Context: an optimization exercise on an open-source flow, tuned for small area and a short achievable clock period. The choices shown serve that exercise and are no tape-out recipe.

Design rob_top, start of the top module:
module rob_top
(
   input  logic       clock,
   input  logic       reset,
   input  logic       dispatch_valid_a,
   input  logic       dispatch_valid_b,
   input  logic [4:0] opcode_a,
   input  logic [4:0] opcode_b,
   input  logic [5:0] told_a,
   input  logic [5:0] told_b,
   output logic       dispatch_ready,
   output logic [4:0] rob_idx_a,
   output logic [4:0] rob_idx_b,
   input  logic       cdb_valid_a,
   input  logic       cdb_valid_b,
   input  logic       cdb_valid_c,
   input  logic       cdb_valid_d,
   input  logic [4:0] cdb_idx_a,
   input  logic [4:0] cdb_idx_b,
   input  logic [4:0] cdb_idx_c,
   input  logic [4:0] cdb_idx_d,
   output logic       retire_en_a,
   output logic       retire_en_b,
   output logic [5:0] retire_told_a,
   output logic [5:0] retire_told_b,
   output logic [1:0] retire_count,
   output logic       rob_full,
   output logic       rob_almost_full,
   output logic       rob_empty,
   output logic [4:0] rob_head,
   output logic [4:0] rob_tail,
   output logic [5:0] rob_count
);
   logic [4:0] head;
   logic [4:0] nh;          
   logic [4:0] nh1;         
  ...
Settings: LEC_CHECK=0, CAP_MARGIN=20, CORE_MARGIN=2, CORE_UTILIZATION=60, CTS_CLUSTER_DIAMETER=80, CTS_CLUSTER_SIZE=24, SETUP_SLACK_MARGIN=3.25, SLEW_MARGIN=20, TNS_END_PERCENT=0; clock period 5.5 ns.
standard.sh (not shown) runs the stock make flow with config.mk's settings and CLKGATE_MAP_FILE= SYNTH_SCRIPT=/design/flow/synth_recipe.tcl, a recipe that flattens the netlist after the stock synthesis.
==> flow/flow/run.sh <==
#!/bin/bash
# Standard ORFS layout, with plain buffers on the ports instead of the delay
# buffers buffer_ports picks by default, and sizing free to change a cell's
# footprint.
set -euo pipefail
cd "$(dirname "$0")/.."
export BUFFER_PORTS_ARGS="-buffer_cell sky130_fd_sc_hd__buf_2"
bash standard.sh MATCH_CELL_FOOTPRINT=0 finish > orfs_make.log 2>&1
Rerun with:
--- a/flow/design.v
+++ b/flow/design.v
@@ -102,82 +102,104 @@
          begin
             cpl_o[j]  <= 1'b0;
             st_o[j]   <= wst_o;
             told_o[j] <= wtold_o;
          end
          else if (set[2*j+1])
             cpl_o[j]  <= 1'b1;
       end
    end
    logic [3:0] ridx_e, ridx_o;
    logic       rc_e, rc_o, rs_e, rs_o;
    logic [5:0] rt_e, rt_o;
-   logic       cpl_h, cpl_n, st_h, st_n;
-   logic       hit_h, hit_n;
+   logic       st_h, st_n;
    logic [5:0] left;        
+   logic       l1, l2, ch, cn;
    logic       ret1, ret2;
    assign ridx_o = nh[4:1];
    assign ridx_e = nh1[4:1];
    logic [15:0] sel_e, sel_o;
    always_comb
    begin
       rc_e = 1'b0; rc_o = 1'b0; rs_e = 1'b0; rs_o = 1'b0; rt_e = '0; rt_o = '0;
       for (int j = 0; j < 16; j++)
       begin
          sel_e[j] = (ridx_e == 4'(j));
          sel_o[j] = (ridx_o == 4'(j));
          rc_e = rc_e | (sel_e[j] & cpl_e[j]);
          rc_o = rc_o | (sel_o[j] & cpl_o[j]);
          rs_e = rs_e | (sel_e[j] & st_e[j]);
          rs_o = rs_o | (sel_o[j] & st_o[j]);
          rt_e = rt_e | ({6{sel_e[j]}} & told_e[j]);
          rt_o = rt_o | ({6{sel_o[j]}} & told_o[j]);
       end
    end
-   assign cpl_h = nh[0] ? rc_o : rc_e;
-   assign cpl_n = nh[0] ? rc_e : rc_o;
+   logic [3:0] cdb_e, cdb_o;
+   logic       hit_e, hit_o;
+   logic       ce, co;
+   assign cdb_o = {cdb_valid_d &  cdb_idx_d[0], cdb_valid_c &  cdb_idx_c[0],
+                   cdb_valid_b &  cdb_idx_b[0], cdb_valid_a &  cdb_idx_a[0]};
+   assign cdb_e = {cdb_valid_d & ~cdb_idx_d[0], cdb_valid_c & ~cdb_idx_c[0],
+                   cdb_valid_b & ~cdb_idx_b[0], cdb_valid_a & ~cdb_idx_a[0]};
+   assign hit_o = (cdb_o[0] & (cdb_idx_a[4:1] == ridx_o)) | (cdb_o[1] & (cdb_idx_b[4:1] == ridx_o)) |
+                  (cdb_o[2] & (cdb_idx_c[4:1] == ridx_o)) | (cdb_o[3] & (cdb_idx_d[4:1] == ridx_o));
+   assign hit_e = (cdb_e[0] & (cdb_idx_a[4:1] == ridx_e)) | (cdb_e[1] & (cdb_idx_b[4:1] == ridx_e)) |
+                  (cdb_e[2] & (cdb_idx_c[4:1] == ridx_e)) | (cdb_e[3] & (cdb_idx_d[4:1] == ridx_e));
+   assign co = rc_o | hit_o;
+   assign ce = rc_e | hit_e;
    assign st_h  = nh[0] ? rs_o : rs_e;
    assign st_n  = nh[0] ? rs_e : rs_o;
-   assign hit_h = (cdb_valid_a & (cdb_idx_a == nh)) | (cdb_valid_b & (cdb_idx_b == nh)) |
-                  (cdb_valid_c & (cdb_idx_c == nh)) | (cdb_valid_d & (cdb_idx_d == nh));
-   assign hit_n = (cdb_valid_a & (cdb_idx_a == nh1)) | (cdb_valid_b & (cdb_idx_b == nh1)) |
-                  (cdb_valid_c & (cdb_idx_c == nh1)) | (cdb_valid_d & (cdb_idx_d == nh1));
    assign left = count - 6'(rc);
-   assign ret1 = (left != 6'd0) & (cpl_h | hit_h);
-   assign ret2 = ret1 & (left[5:1] != 5'd0) & (cpl_n | hit_n);
+   assign l1   = (left != 6'd0);
+   assign l2   = (left[5:1] != 5'd0);
+   assign ch   = nh[0] ? co : ce;
+   assign cn   = nh[0] ? ce : co;
+   assign ret1 = l1 & ch;
+   assign ret2 = ret1 & l2 & cn;
+   logic [4:0] nh2, nh3;
+   logic [4:0] x1, x2, y1, y2;
+   logic [4:0] nh_next, nh1_next;
+   assign nh2 = nh1 + 5'd1;
+   assign nh3 = nh1 + 5'd2;
+   assign x1  = l1 ? nh1 : nh;
+   assign x2  = l2 ? nh2 : x1;
+   assign y1  = l1 ? nh2 : nh1;
+   assign y2  = l2 ? nh3 : y1;
+   assign nh_next  = ch ? (cn ? x2 : x1) : nh;
+   assign nh1_next = ch ? (cn ? y2 : y1) : nh1;
    logic [5:0] ncount;
    assign ncount = left + 6'(accept);
    always_ff @(posedge clock)
    begin
       if (reset)
       begin
          head        <= '0;
          nh          <= '0;
          nh1         <= 5'd1;
          tail        <= '0;
          tail_p1     <= 5'd1;
          count       <= '0;
          ready       <= 1'b1;
          full        <= 1'b0;
          almost_full <= 1'b0;
          empty       <= 1'b1;
          rc          <= '0;
          en_a        <= 1'b0;
          en_b        <= 1'b0;
       end
       else
       begin
          head        <= nh;
-         nh          <= ret2 ? nh1 + 5'd1 : ret1 ? nh1 : nh;
-         nh1         <= ret2 ? nh1 + 5'd2 : ret1 ? nh1 + 5'd1 : nh1;
+         nh          <= nh_next;
+         nh1         <= nh1_next;
          tail        <= tail + 5'(accept);
          tail_p1     <= tail_p1 + 5'(accept);
          count       <= ncount;
          ready       <= ~(ncount[5] | (&ncount[4:0]));
          full        <= ncount[5];
          almost_full <= ncount[5] | (&ncount[4:1]);
          empty       <= (ncount == 6'd0);
          rc          <= {ret2, ret1 & ~ret2};
          en_a        <= ret1 & ~st_h;
          en_b        <= ret2 & ~st_n;
       end
    end
The new run completed without violations; synthesized area went up slightly; global-route usage is higher by 1.2 points; worst setup slack gains 0.029 ns; cell count goes up by a few percent; worst hold slack hardly moves; clock-buffer cell count rose by 1; sequential share of layout area is lower by 1.6 points.
Function was not checked in any run of this note: the RTL went through the layout flow alone.

## static timing again, ports no longer ideal
How much do the figures lean on ideal ports? The routed layouts below were timed once more, with nothing changed but the port constraints. Step 1 sets driving cells, clkbuf_16 on the clock port and buf_2 on the other inputs (assumed; they add their load-dependent delay and slew). Step 2 times the ports against the registers' clock, not the clock port: input delays grow and output delays shrink by t, the midpoint of the rising clock arrivals with the driver on. a / b / c = no drivers / after step 1 / after step 2; a / b = the first two.
run | t (ns) | setup slack, ns | worst setup path after step 2 | slew at the worst register clock pin (ns) | worst slew at a driven data input, ns
the first run | 0.555 | 2.739 / 2.739 / 2.272 | input to register | 0.10 / 0.10 | 0.05
the second run | 0.553 | 2.768 / 2.798 / 2.245 | input to register | 0.10 / 0.10 | 0.07
After both steps setup and hold are still met in every run listed. For the second run, which loses most, drivers alone change the setup slack by +0.030 ns; drivers and shift together by -0.523 ns.
